This is an optimization exercise on Yosys and OpenROAD, whose aim is small area, a short achievable clock period and few clock cycles per item, not a production implementation. Function was checked by simulation only, so behaviour that the tests miss may differ from the original.

==> 09-15 <==
==> flow/design.v <==
module sha256_stream (
   input  logic         clk,
   input  logic         rst,
   input  logic         tvalid,
   output logic         tready,
   input  logic         tlast,
   input  logic [31:0]  tid,
   input  logic [7:0]   tdata,
   output logic         ovalid,
   output logic [31:0]  oid,
   output logic [60:0]  olen,
   output logic [255:0] osha
);
   function automatic logic [31:0] knext2(input logic [5:0] t);
      case (t)
         6'd0: knext2 = 32'hb5c0fbcf;
         6'd1: knext2 = 32'he9b5dba5;
         6'd2: knext2 = 32'h3956c25b;
         6'd3: knext2 = 32'h59f111f1;
         6'd4: knext2 = 32'h923f82a4;
         6'd5: knext2 = 32'hab1c5ed5;
         6'd6: knext2 = 32'hd807aa98;
         6'd7: knext2 = 32'h12835b01;
         6'd8: knext2 = 32'h243185be;
         6'd9: knext2 = 32'h550c7dc3;
         6'd10: knext2 = 32'h72be5d74;
         6'd11: knext2 = 32'h80deb1fe;
         6'd12: knext2 = 32'h9bdc06a7;
         6'd13: knext2 = 32'hc19bf174;
         6'd14: knext2 = 32'he49b69c1;
         6'd15: knext2 = 32'hefbe4786;
         6'd16: knext2 = 32'h0fc19dc6;
         6'd17: knext2 = 32'h240ca1cc;
         6'd18: knext2 = 32'h2de92c6f;
         6'd19: knext2 = 32'h4a7484aa;
         6'd20: knext2 = 32'h5cb0a9dc;
         6'd21: knext2 = 32'h76f988da;
         6'd22: knext2 = 32'h983e5152;
         6'd23: knext2 = 32'ha831c66d;
         6'd24: knext2 = 32'hb00327c8;
         6'd25: knext2 = 32'hbf597fc7;
         6'd26: knext2 = 32'hc6e00bf3;
         6'd27: knext2 = 32'hd5a79147;
         6'd28: knext2 = 32'h06ca6351;
         6'd29: knext2 = 32'h14292967;
         6'd30: knext2 = 32'h27b70a85;
         6'd31: knext2 = 32'h2e1b2138;
         6'd32: knext2 = 32'h4d2c6dfc;
         6'd33: knext2 = 32'h53380d13;
         6'd34: knext2 = 32'h650a7354;
         6'd35: knext2 = 32'h766a0abb;
         6'd36: knext2 = 32'h81c2c92e;
         6'd37: knext2 = 32'h92722c85;
         6'd38: knext2 = 32'ha2bfe8a1;
         6'd39: knext2 = 32'ha81a664b;
         6'd40: knext2 = 32'hc24b8b70;
         6'd41: knext2 = 32'hc76c51a3;
         6'd42: knext2 = 32'hd192e819;
         6'd43: knext2 = 32'hd6990624;
         6'd44: knext2 = 32'hf40e3585;
         6'd45: knext2 = 32'h106aa070;
         6'd46: knext2 = 32'h19a4c116;
         6'd47: knext2 = 32'h1e376c08;
         6'd48: knext2 = 32'h2748774c;
         6'd49: knext2 = 32'h34b0bcb5;
         6'd50: knext2 = 32'h391c0cb3;
         6'd51: knext2 = 32'h4ed8aa4a;
         6'd52: knext2 = 32'h5b9cca4f;
         6'd53: knext2 = 32'h682e6ff3;
         6'd54: knext2 = 32'h748f82ee;
         6'd55: knext2 = 32'h78a5636f;
         6'd56: knext2 = 32'h84c87814;
         6'd57: knext2 = 32'h8cc70208;
         6'd58: knext2 = 32'h90befffa;
         6'd59: knext2 = 32'ha4506ceb;
         6'd60: knext2 = 32'hbef9a3f7;
         6'd61: knext2 = 32'hc67178f2;
         default: knext2 = 32'h428a2f98;
      endcase
   endfunction
   localparam logic [255:0] IV = {32'h6a09e667, 32'hbb67ae85, 32'h3c6ef372, 32'ha54ff53a,
                                  32'h510e527f, 32'h9b05688c, 32'h1f83d9ab, 32'h5be0cd19};
   function automatic logic [31:0] bsig0(input logic [31:0] x);
      bsig0 = {x[1:0], x[31:2]} ^ {x[12:0], x[31:13]} ^ {x[21:0], x[31:22]};
   endfunction
   function automatic logic [31:0] bsig1(input logic [31:0] x);
      bsig1 = {x[5:0], x[31:6]} ^ {x[10:0], x[31:11]} ^ {x[24:0], x[31:25]};
   endfunction
   function automatic logic [31:0] ssig0(input logic [31:0] x);
      ssig0 = {x[6:0], x[31:7]} ^ {x[17:0], x[31:18]} ^ {3'b000, x[31:3]};
   endfunction
   function automatic logic [31:0] ssig1(input logic [31:0] x);
      ssig1 = {x[16:0], x[31:17]} ^ {x[18:0], x[31:19]} ^ {10'b0, x[31:10]};
   endfunction
   function automatic logic [63:0] csa(input logic [31:0] x, input logic [31:0] y,
                                       input logic [31:0] z);
      logic [31:0] s, c;
      s = x ^ y ^ z;
      c = {((x[30:0] & y[30:0]) | (x[30:0] & z[30:0]) | (y[30:0] & z[30:0])), 1'b0};
      csa = {s, c};
   endfunction
   logic [15:0][31:0] bb;      
   logic [6:0]   cnt;          
   logic         padm;         
   logic         mk;           
   logic         lenok;        
   logic         started;      
   logic         first_blk;    
   logic         bfirst, bfinal;
   logic [31:0]  tid_in;
   logic [60:0]  len;
   logic [7:0]   bin;
   logic [63:0]  bitlen;
   logic         full, take, shift, fin_shift;
   logic         run;          
   logic [6:0]   k;
   logic         cfirst, cfinal;
   logic         go;
   logic [15:0][31:0] w;       
   logic [7:0][31:0]  v;       
   logic [7:0][31:0]  hh;      
   logic [31:0]  p;            
   logic [31:0]  t1s, t1c, as1, ac1, as2, ac2, es, ec, anew, enew;
   logic [31:0]  ws1, wc1, ws2, wc2, wnew;
   logic [31:0]  px, py, ps, pc, pnew;
   logic [3:0]   ln;           
   logic [31:0]  kq;           
   logic         olat;         
   logic [15:0]  rs;           
   logic [31:0]  bw;           
   logic [31:0]  basea, basee, suma, sume;
   logic [7:0][31:0]  vinit;
   logic [31:0]  h7init;
   assign full      = cnt[6];
   assign tready    = !padm && !full;
   assign take      = tvalid && tready;
   assign shift     = take || (padm && !full);
   assign bitlen    = {len, 3'b000};
   assign fin_shift = padm && mk && lenok && (cnt[5:0] == 6'd63);
   always_comb begin
      if (!padm)      bin = tdata;
      else if (!mk)   bin = 8'h80;
      else if (lenok && cnt[5:3] == 3'b111)
         bin = bitlen[8 * (7 - cnt[2:0]) +: 8];
      else            bin = 8'h00;
   end
   always_ff @(posedge clk) begin
      for (int i = 0; i < 64; i++)
         if (shift && cnt[5:0] == 6'(i)) bb[i / 4][8 * (3 - i % 4) +: 8] <= bin;
      if (take) begin
         if (!started) begin
            tid_in <= tid;
            len    <= 61'd1;
         end else begin
            len    <= len + 61'd1;
         end
      end
   end
   always_ff @(posedge clk or negedge rst) begin
      if (!rst) begin
         cnt       <= '0;
         padm      <= 1'b0;
         mk        <= 1'b0;
         lenok     <= 1'b0;
         started   <= 1'b0;
         first_blk <= 1'b1;
         bfirst    <= 1'b0;
         bfinal    <= 1'b0;
      end else begin
         if (go)         cnt <= '0;
         else if (shift) cnt <= cnt + 7'd1;
         if (take) begin
            started <= !tlast;
            if (tlast) padm <= 1'b1;
         end
         if (padm && !full && !mk) begin
            mk    <= 1'b1;
            lenok <= (cnt[5:3] != 3'b111);
         end
         if (shift && cnt[5:0] == 6'd63) begin
            bfirst    <= first_blk;
            bfinal    <= fin_shift;
            first_blk <= fin_shift;
            if (padm) lenok <= 1'b1;
            if (fin_shift) begin
               padm  <= 1'b0;
               mk    <= 1'b0;
               lenok <= 1'b0;
            end
         end
      end
   end
   assign go = full && (!run || k[6]);
   always_comb begin
      basea = '0;
      basee = '0;
      for (int j = 0; j < 4; j++) begin
         if (ln[j]) begin
            basea = basea | (cfirst ? IV[255 - 32 * j -: 32] : hh[j]);
            basee = basee | (cfirst ? IV[127 - 32 * j -: 32] : hh[4 + j]);
         end
      end
   end
   assign suma  = basea + v[0];
   assign sume  = basee + v[4];
   always_comb begin
      for (int i = 0; i < 8; i++) vinit[i] = hh[i];
      if (ln[0]) begin
         vinit[0] = suma;
         vinit[4] = sume;
      end
      if (bfirst) for (int i = 0; i < 8; i++) vinit[i] = IV[255 - 32 * i -: 32];
      h7init = vinit[7];
   end
   always_comb begin
      bw = '0;
      for (int j = 0; j < 16; j++) if (rs[j]) bw = bw | bb[j];
   end
   always_comb begin
      {t1s, t1c} = csa(p, bsig1(v[4]), (v[4] & v[5]) ^ (~v[4] & v[6]));
      {as1, ac1} = csa(t1s, t1c, bsig0(v[0]));
      {as2, ac2} = csa(as1, ac1, (v[0] & v[1]) | (v[0] & v[2]) | (v[1] & v[2]));
      anew       = as2 + ac2;
      {es, ec}   = csa(t1s, t1c, v[3]);
      enew       = es + ec;
      {ws1, wc1} = csa(ssig1(w[14]), w[9], ssig0(w[1]));
      {ws2, wc2} = csa(ws1, wc1, w[0]);
      wnew       = ws2 + wc2;
      px         = go ? h7init : v[6];
      py         = go ? bb[0] : w[15];
      {ps, pc}   = csa(px, py, kq);
      pnew       = ps + pc;
   end
   always_ff @(posedge clk) begin
      for (int i = 0; i < 14; i++) w[i] <= w[i + 1];
      w[14] <= go ? bb[0] : w[15];
      w[15] <= (rs == 16'd0) ? wnew : bw;
      if (go) begin
         v <= vinit;
      end else begin
         v[0] <= anew;
         v[1] <= v[0];
         v[2] <= v[1];
         v[3] <= v[2];
         v[4] <= enew;
         v[5] <= v[4];
         v[6] <= v[5];
         v[7] <= v[6];
      end
      p <= pnew;
      for (int j = 0; j < 4; j++) begin
         if (ln[j]) begin
            hh[j]     <= suma;
            hh[4 + j] <= sume;
         end
      end
      if (go)        kq <= 32'h71374491;
      else if (k[6]) kq <= 32'h428a2f98;
      else           kq <= knext2(k[5:0]);
      if (olat) begin
         oid  <= tid_in;
         olen <= len;
      end
   end
   always_ff @(posedge clk or negedge rst) begin
      if (!rst) begin
         run    <= 1'b0;
         k      <= 7'd64;
         cfirst <= 1'b0;
         cfinal <= 1'b0;
         ovalid <= 1'b0;
         ln     <= '0;
         olat   <= 1'b0;
         rs     <= 16'd2;
      end else begin
         if (go)                  rs <= 16'd4;
         else if (run && !k[6])   rs <= {rs[14:0], 1'b0} | {14'd0, ln[1], 1'b0};
         else                     rs <= 16'd2;
         ovalid <= ln[0] && cfinal;
         ln     <= {run && k == 7'd60, ln[3:1]};
         olat   <= go && bfinal;
         if (go) begin
            run    <= 1'b1;
            k      <= '0;
            cfirst <= bfirst;
            cfinal <= bfinal;
         end else if (run) begin
            if (k[6]) run <= 1'b0;
            else      k   <= k + 7'd1;
         end
      end
   end
   assign osha = {hh[0], hh[1], hh[2], hh[3], hh[4], hh[5], hh[6], hh[7]};
endmodule
==> flow/flow/run.sh <==
#!/bin/bash
set -euo pipefail
bash standard.sh SETUP_SLACK_MARGIN=6 finish > standard_make.log 2>&1
==> flow/standard.sh <==
#!/bin/bash
# synth_recipe.tcl (not shown) runs the flow's synth.tcl, then flattens the netlist and writes it again
# the make line also repeats each setting of config.mk as NAME=value (left out here)
make -C /OpenROAD-flow-scripts/flow DESIGN_CONFIG=/design/flow/config.mk WORK_HOME=/design/flow/orfs CLKGATE_MAP_FILE= SYNTH_SCRIPT=/design/flow/synth_recipe.tcl "${@:-finish}"
==> flow/config.mk <==
export PLATFORM = sky130hd
export DESIGN_NAME = sha256_stream
export DESIGN_NICKNAME = sha256_stream
export VERILOG_FILES = /design/flow/design.v
export SDC_FILE = /design/flow/constraint.sdc
export NUM_CORES = 4
export LEC_CHECK = 0
export CAP_MARGIN = 20
export CELL_PAD_IN_SITES_DETAIL_PLACEMENT = 1
export CORE_MARGIN = 2
export CORE_UTILIZATION = 35
export SLEW_MARGIN = 20
==> flow/constraint.sdc <==
create_clock -name core_clock -period 10.0 [get_ports {clk}]
set_input_delay 2.0000 -clock core_clock [delete_from_list [all_inputs] [get_ports {clk}]]
set_output_delay 2.0000 -clock core_clock [all_outputs]
set_load 0.01 [all_outputs]
==> inputs of 12-09, as changes to 09-15 <==
--- a/flow/design.v
+++ b/flow/design.v
@@ -101,3 +101,3 @@
    endfunction
-   logic [15:0][31:0] bb;      
+   logic [511:0] bb;           
    logic [6:0]   cnt;          
@@ -128,4 +128,2 @@
    logic         olat;         
-   logic [15:0]  rs;           
-   logic [31:0]  bw;           
    logic [31:0]  basea, basee, suma, sume;
@@ -147,4 +145,3 @@
    always_ff @(posedge clk) begin
-      for (int i = 0; i < 64; i++)
-         if (shift && cnt[5:0] == 6'(i)) bb[i / 4][8 * (3 - i % 4) +: 8] <= bin;
+      if (shift) bb <= {bb[503:0], bin};
       if (take) begin
@@ -215,6 +212,2 @@
    always_comb begin
-      bw = '0;
-      for (int j = 0; j < 16; j++) if (rs[j]) bw = bw | bb[j];
-   end
-   always_comb begin
       {t1s, t1c} = csa(p, bsig1(v[4]), (v[4] & v[5]) ^ (~v[4] & v[6]));
@@ -229,3 +222,3 @@
       px         = go ? h7init : v[6];
-      py         = go ? bb[0] : w[15];
+      py         = go ? bb[511:480] : w[1];
       {ps, pc}   = csa(px, py, kq);
@@ -234,8 +227,8 @@
    always_ff @(posedge clk) begin
-      for (int i = 0; i < 14; i++) w[i] <= w[i + 1];
-      w[14] <= go ? bb[0] : w[15];
-      w[15] <= (rs == 16'd0) ? wnew : bw;
       if (go) begin
+         for (int i = 0; i < 16; i++) w[i] <= bb[511 - 32 * i -: 32];
          v <= vinit;
       end else begin
+         for (int i = 0; i < 15; i++) w[i] <= w[i + 1];
+         w[15] <= wnew;
          v[0] <= anew;
@@ -273,7 +266,3 @@
          olat   <= 1'b0;
-         rs     <= 16'd2;
       end else begin
-         if (go)                  rs <= 16'd4;
-         else if (run && !k[6])   rs <= {rs[14:0], 1'b0} | {14'd0, ln[1], 1'b0};
-         else                     rs <= 16'd2;
          ovalid <= ln[0] && cfinal;
==> flow/run.sh (new file) <==
#!/bin/bash
# synth_recipe.tcl (not shown) runs the flow's synth.tcl, then flattens the netlist and writes it again
# the make line also repeats each setting of config.mk as NAME=value (left out here)
make -C /OpenROAD-flow-scripts/flow DESIGN_CONFIG=/design/flow/config.mk WORK_HOME=/design/flow/orfs CLKGATE_MAP_FILE= SYNTH_SCRIPT=/design/flow/synth_recipe.tcl finish
CORE_UTILIZATION = 55   (was 35)
SETUP_SLACK_MARGIN = 5   (was unset)
removed: flow/flow/run.sh
removed: flow/standard.sh
==> impl_summary.txt <==
----------------------------------------------------
[Placed design]
  Number of placed cells counting well taps ... ~9,500

[Yosys]
  Simple-gate area share of the yosys netlist ... 0.0915
  Largest family of logic cells by synthesized area ... compound AO/OA/AOI/OAI gates
  Largest cells by area after synthesis ... edfxtp_1 (34%), dfxtp_1 (22%), fa_1 (5.7%), xnor2_1 (3.6%), ha_1 (3.6%)
  Flip-flop and latch count after synthesis ... roughly 1,800
  Fraction of the mapped netlist area in compound gates ... 0.127

[GRT]
  Largest net degree at the start of global routing ... a little over 90

[Finish]
  Area of combinational cells with multiple inputs ... 34,000 um^2
  Non-clock buffer share of cell area ... 0.0879

[Clocking]
  Buffers inserted by post-CTS timing repair ... ~220

[Status]
  Result of the run ... complete, no violations

[Die]
  Initial core utilization ... 0.352
  Die Height ... between 400 and 500 um

[Worst setup path]
  Worst endpoint data arrival time ... between 5 and 6 ns

[Routing]
  Drt pass-1 iters ... 9

[Timing]
  Post-route setup slack ... 5.20 ns

----------------------------------------------------
the above is filed under 09-15

==> impl_summary.txt <==
----------------------------------------------------
[Status]
  Result of the run ... complete, no violations

[Yosys]
  Fraction of the mapped netlist area in compound gates ... 0.0942
  Most numerous cell in the Yosys netlist ... nand2_1
  Largest family of logic cells by synthesized area ... simple AND/OR/NAND/NOR gates
  Flip-flop and latch count after synthesis ... approximately 1,800

[Clocking]
  Buffers inserted by post-CTS timing repair ... 15

[Worst setup path]
  Worst endpoint data arrival time ... ~5.7 ns
  R2r worst-path depth ... 21

[Routing]
  Drt pass-1 iters ... 6

[Finish]
  Non-clock buffer share of cell area ... 0.0548

----------------------------------------------------
the above is filed under 12-09

Testbench counts of 09-15, summed over its fixed seeds: cycles 33,873, bytes 25,402.
Testbench counts of 12-09, summed over its fixed seeds: cycles 33,873, bytes 25,402.

---

==> trial 77 <==
RTL: the design.v shown in full above, as it stands there.
Settings: LEC_CHECK=0, CAP_MARGIN=20, CELL_PAD_IN_SITES_DETAIL_PLACEMENT=1, CORE_MARGIN=2, CORE_UTILIZATION=35, SETUP_SLACK_MARGIN=5, SLEW_MARGIN=20; clock period 10.0 ns.
run.sh (not shown) runs the stock make flow with config.mk's settings and CLKGATE_MAP_FILE= SYNTH_SCRIPT=/design/flow/synth_recipe.tcl, a recipe that flattens the netlist after the stock synthesis.
==> build 87 (differences from trial 77) <==
--- a/flow/design.v
+++ b/flow/design.v
@@ -116,21 +116,26 @@
    logic [6:0]   k;
-   logic         cfirst, cfinal;
+   logic         cfirst, cfinal;    
+   logic         cfa, cfla;         
    logic         go;
+   logic         lda;          
+   logic [3:0]   lne;          
+   logic [3:0]   lna;          
+   logic         olat, olat2, stall;
+   logic         upd;          
    logic [15:0][31:0] w;       
-   logic [7:0][31:0]  v;       
+   logic [31:0]  ra, rb, rc;   
+   logic [31:0]  re, rf, rg;   
+   logic [31:0]  t1;           
    logic [7:0][31:0]  hh;      
    logic [31:0]  p;            
-   logic [31:0]  t1s, t1c, as1, ac1, as2, ac2, es, ec, anew, enew;
+   logic [31:0]  t1s, t1c, es, ec, as, ac, anew, enew, t1new;
    logic [31:0]  ws1, wc1, ws2, wc2, wnew;
    logic [31:0]  px, py, ps, pc, pnew;
-   logic [3:0]   ln;           
    logic [31:0]  kq;           
-   logic         olat;         
    logic [15:0]  rs;           
    logic [31:0]  bw;           
-   logic [31:0]  basea, basee, suma, sume;
-   logic [7:0][31:0]  vinit;
-   logic [31:0]  h7init;
+   logic [31:0]  basea, basee, suma, sume, dsel;
+   logic [31:0]  e0, f0, g0, h0;
    assign full      = cnt[6];
-   assign tready    = !padm && !full;
+   assign tready    = !padm && !full && !stall;
    assign take      = tvalid && tready;
@@ -197,19 +202,13 @@
       for (int j = 0; j < 4; j++) begin
-         if (ln[j]) begin
-            basea = basea | (cfirst ? IV[255 - 32 * j -: 32] : hh[j]);
-            basee = basee | (cfirst ? IV[127 - 32 * j -: 32] : hh[4 + j]);
-         end
-      end
-   end
-   assign suma  = basea + v[0];
-   assign sume  = basee + v[4];
-   always_comb begin
-      for (int i = 0; i < 8; i++) vinit[i] = hh[i];
-      if (ln[0]) begin
-         vinit[0] = suma;
-         vinit[4] = sume;
+         if (lna[j]) basea = basea | (cfa ? IV[255 - 32 * j -: 32] : hh[j]);
+         if (lne[j]) basee = basee | (cfirst ? IV[127 - 32 * j -: 32] : hh[4 + j]);
       end
-      if (bfirst) for (int i = 0; i < 8; i++) vinit[i] = IV[255 - 32 * i -: 32];
-      h7init = vinit[7];
    end
+   assign suma = basea + ra;
+   assign sume = basee + re;
+   assign e0 = bfirst ? IV[127:96] : (lne[0] ? sume : hh[4]);
+   assign f0 = bfirst ? IV[95:64]  : hh[5];
+   assign g0 = bfirst ? IV[63:32]  : hh[6];
+   assign h0 = bfirst ? IV[31:0]   : hh[7];
+   assign dsel = lda ? (cfirst ? IV[159:128] : hh[3]) : rc;
    always_comb begin
@@ -219,8 +218,8 @@
    always_comb begin
-      {t1s, t1c} = csa(p, bsig1(v[4]), (v[4] & v[5]) ^ (~v[4] & v[6]));
-      {as1, ac1} = csa(t1s, t1c, bsig0(v[0]));
-      {as2, ac2} = csa(as1, ac1, (v[0] & v[1]) | (v[0] & v[2]) | (v[1] & v[2]));
-      anew       = as2 + ac2;
-      {es, ec}   = csa(t1s, t1c, v[3]);
+      {t1s, t1c} = csa(p, bsig1(re), (re & rf) ^ (~re & rg));
+      t1new      = t1s + t1c;
+      {es, ec}   = csa(t1s, t1c, dsel);
       enew       = es + ec;
+      {as, ac}   = csa(t1, bsig0(ra), (ra & rb) | (ra & rc) | (rb & rc));
+      anew       = as + ac;
       {ws1, wc1} = csa(ssig1(w[14]), w[9], ssig0(w[1]));
@@ -228,4 +227,4 @@
       wnew       = ws2 + wc2;
-      px         = go ? h7init : v[6];
-      py         = go ? bb[0] : w[15];
+      px         = upd ? h0 : rg;
+      py         = upd ? bb[0] : w[15];
       {ps, pc}   = csa(px, py, kq);
@@ -238,12 +237,19 @@
       if (go) begin
-         v <= vinit;
+         re <= e0;
+         rf <= f0;
+         rg <= g0;
+      end else begin
+         re <= enew;
+         rf <= re;
+         rg <= rf;
+      end
+      t1 <= t1new;
+      if (lda) begin
+         ra <= cfirst ? IV[255:224] : (lna[0] ? suma : hh[0]);
+         rb <= cfirst ? IV[223:192] : hh[1];
+         rc <= cfirst ? IV[191:160] : hh[2];
       end else begin
-         v[0] <= anew;
-         v[1] <= v[0];
-         v[2] <= v[1];
-         v[3] <= v[2];
-         v[4] <= enew;
-         v[5] <= v[4];
-         v[6] <= v[5];
-         v[7] <= v[6];
+         ra <= anew;
+         rb <= ra;
+         rc <= rb;
       end
@@ -251,6 +257,4 @@
       for (int j = 0; j < 4; j++) begin
-         if (ln[j]) begin
-            hh[j]     <= suma;
-            hh[4 + j] <= sume;
-         end
+         if (lna[j]) hh[j]     <= suma;
+         if (lne[j]) hh[4 + j] <= sume;
       end
@@ -259,3 +263,3 @@
       else           kq <= knext2(k[5:0]);
-      if (olat) begin
+      if (olat || olat2) begin
          oid  <= tid_in;
@@ -270,13 +274,27 @@
          cfinal <= 1'b0;
+         cfa    <= 1'b0;
+         cfla   <= 1'b0;
+         lda    <= 1'b0;
          ovalid <= 1'b0;
-         ln     <= '0;
+         lne    <= '0;
+         lna    <= '0;
          olat   <= 1'b0;
+         olat2  <= 1'b0;
+         stall  <= 1'b0;
          rs     <= 16'd2;
+         upd    <= 1'b1;
       end else begin
+         upd    <= go ? 1'b0 : (!run || k[6] || k == 7'd63);
+         cfa    <= cfirst;
+         cfla   <= cfinal;
+         lda    <= go;
+         ovalid <= lna[0] && cfla;
+         lne    <= {run && k == 7'd60, lne[3:1]};
+         lna    <= lne;
+         olat   <= go && bfinal && !(run && cfinal);
+         stall  <= go && bfinal && run && cfinal;
+         olat2  <= stall;
          if (go)                  rs <= 16'd4;
-         else if (run && !k[6])   rs <= {rs[14:0], 1'b0} | {14'd0, ln[1], 1'b0};
+         else if (run && !k[6])   rs <= {rs[14:0], 1'b0} | {14'd0, lne[1], 1'b0};
          else                     rs <= 16'd2;
-         ovalid <= ln[0] && cfinal;
-         ln     <= {run && k == 7'd60, ln[3:1]};
-         olat   <= go && bfinal;
          if (go) begin
==> qor summary <==
|  | trial 77 | build 87 |
|---|---|---|
| Proportion of synthesized chip area in sequential cells | 58.3% | 58.5% |
| # Post-CTS Setup Buffers | 8 | 3 |
| Buffer share of cell area | 5.41% | 5.23% |
| DIE WIDTH | 475 um | 474 um |
| Met2 layer usage reported by global route | 37.3% | 37.9% |
| Placed Instances | 9532 | 9399 |
| Critical register-to-register path endpoint | w[508] | re[24] |
| Footprint of the multi-input gates | 30700 um^2 | 30500 um^2 |
| Crit Path Max Fanout | 6 | 51 |
| Routed vias/inst | 5.60 | 5.62 |
| Overall Global Routing Usage | 24.3% | 23.8% |
| Layout overhead on the synthesized area | 18.7% | 17.8% |
| Non-clk invs | 242 | 174 |
| Met3 track demand over resource | 4.35% | 4.62% |
| Run status | no timing/DRC/antenna violations | no timing/DRC/antenna violations |
Testbench counts of trial 77, summed over its fixed seeds: cycles 33,873, bytes 25,402.
Testbench counts of build 87, summed over its fixed seeds: cycles 33,905, bytes 25,402.

-- afterwards: timing with drivers on the ports --
No port has a modelled driver above. Below, the same layouts with a new extraction and two added sets of constraints. Step 1 assumes that a clkbuf_16 drives the clock port and a buf_2 every other input. Step 2 times the ports against the registers' clock, not the clock port: input delays grow and output delays shrink by t, the midpoint of the rising clock arrivals with the driver on. a / b / c = no drivers / after step 1 / after step 2; a / b = the first two.
run	t, ns	setup WS [ns]	hold slack, ns	worst setup path at the end	worst register clock-pin slew, ns
09-15	0.942	5.201 / 5.201 / 5.201	0.303 / 0.303 / 0.303	register to register	0.08 / 0.08
12-09	0.905	5.005 / 5.005 / 4.726	0.392 / 0.392 / 0.392	input to register	0.07 / 0.07
trial 77	0.926	5.042 / 5.042 / 4.722	0.290 / 0.290 / 0.290	input to register	0.07 / 0.07
build 87	0.918	5.033 / 5.033 / 4.530	0.313 / 0.313 / 0.313	input to register	0.07 / 0.07
After both steps setup and hold are still met in every run listed. For build 87, which loses most, drivers alone change the setup slack by 0.000 ns; drivers and shift together by -0.503 ns.
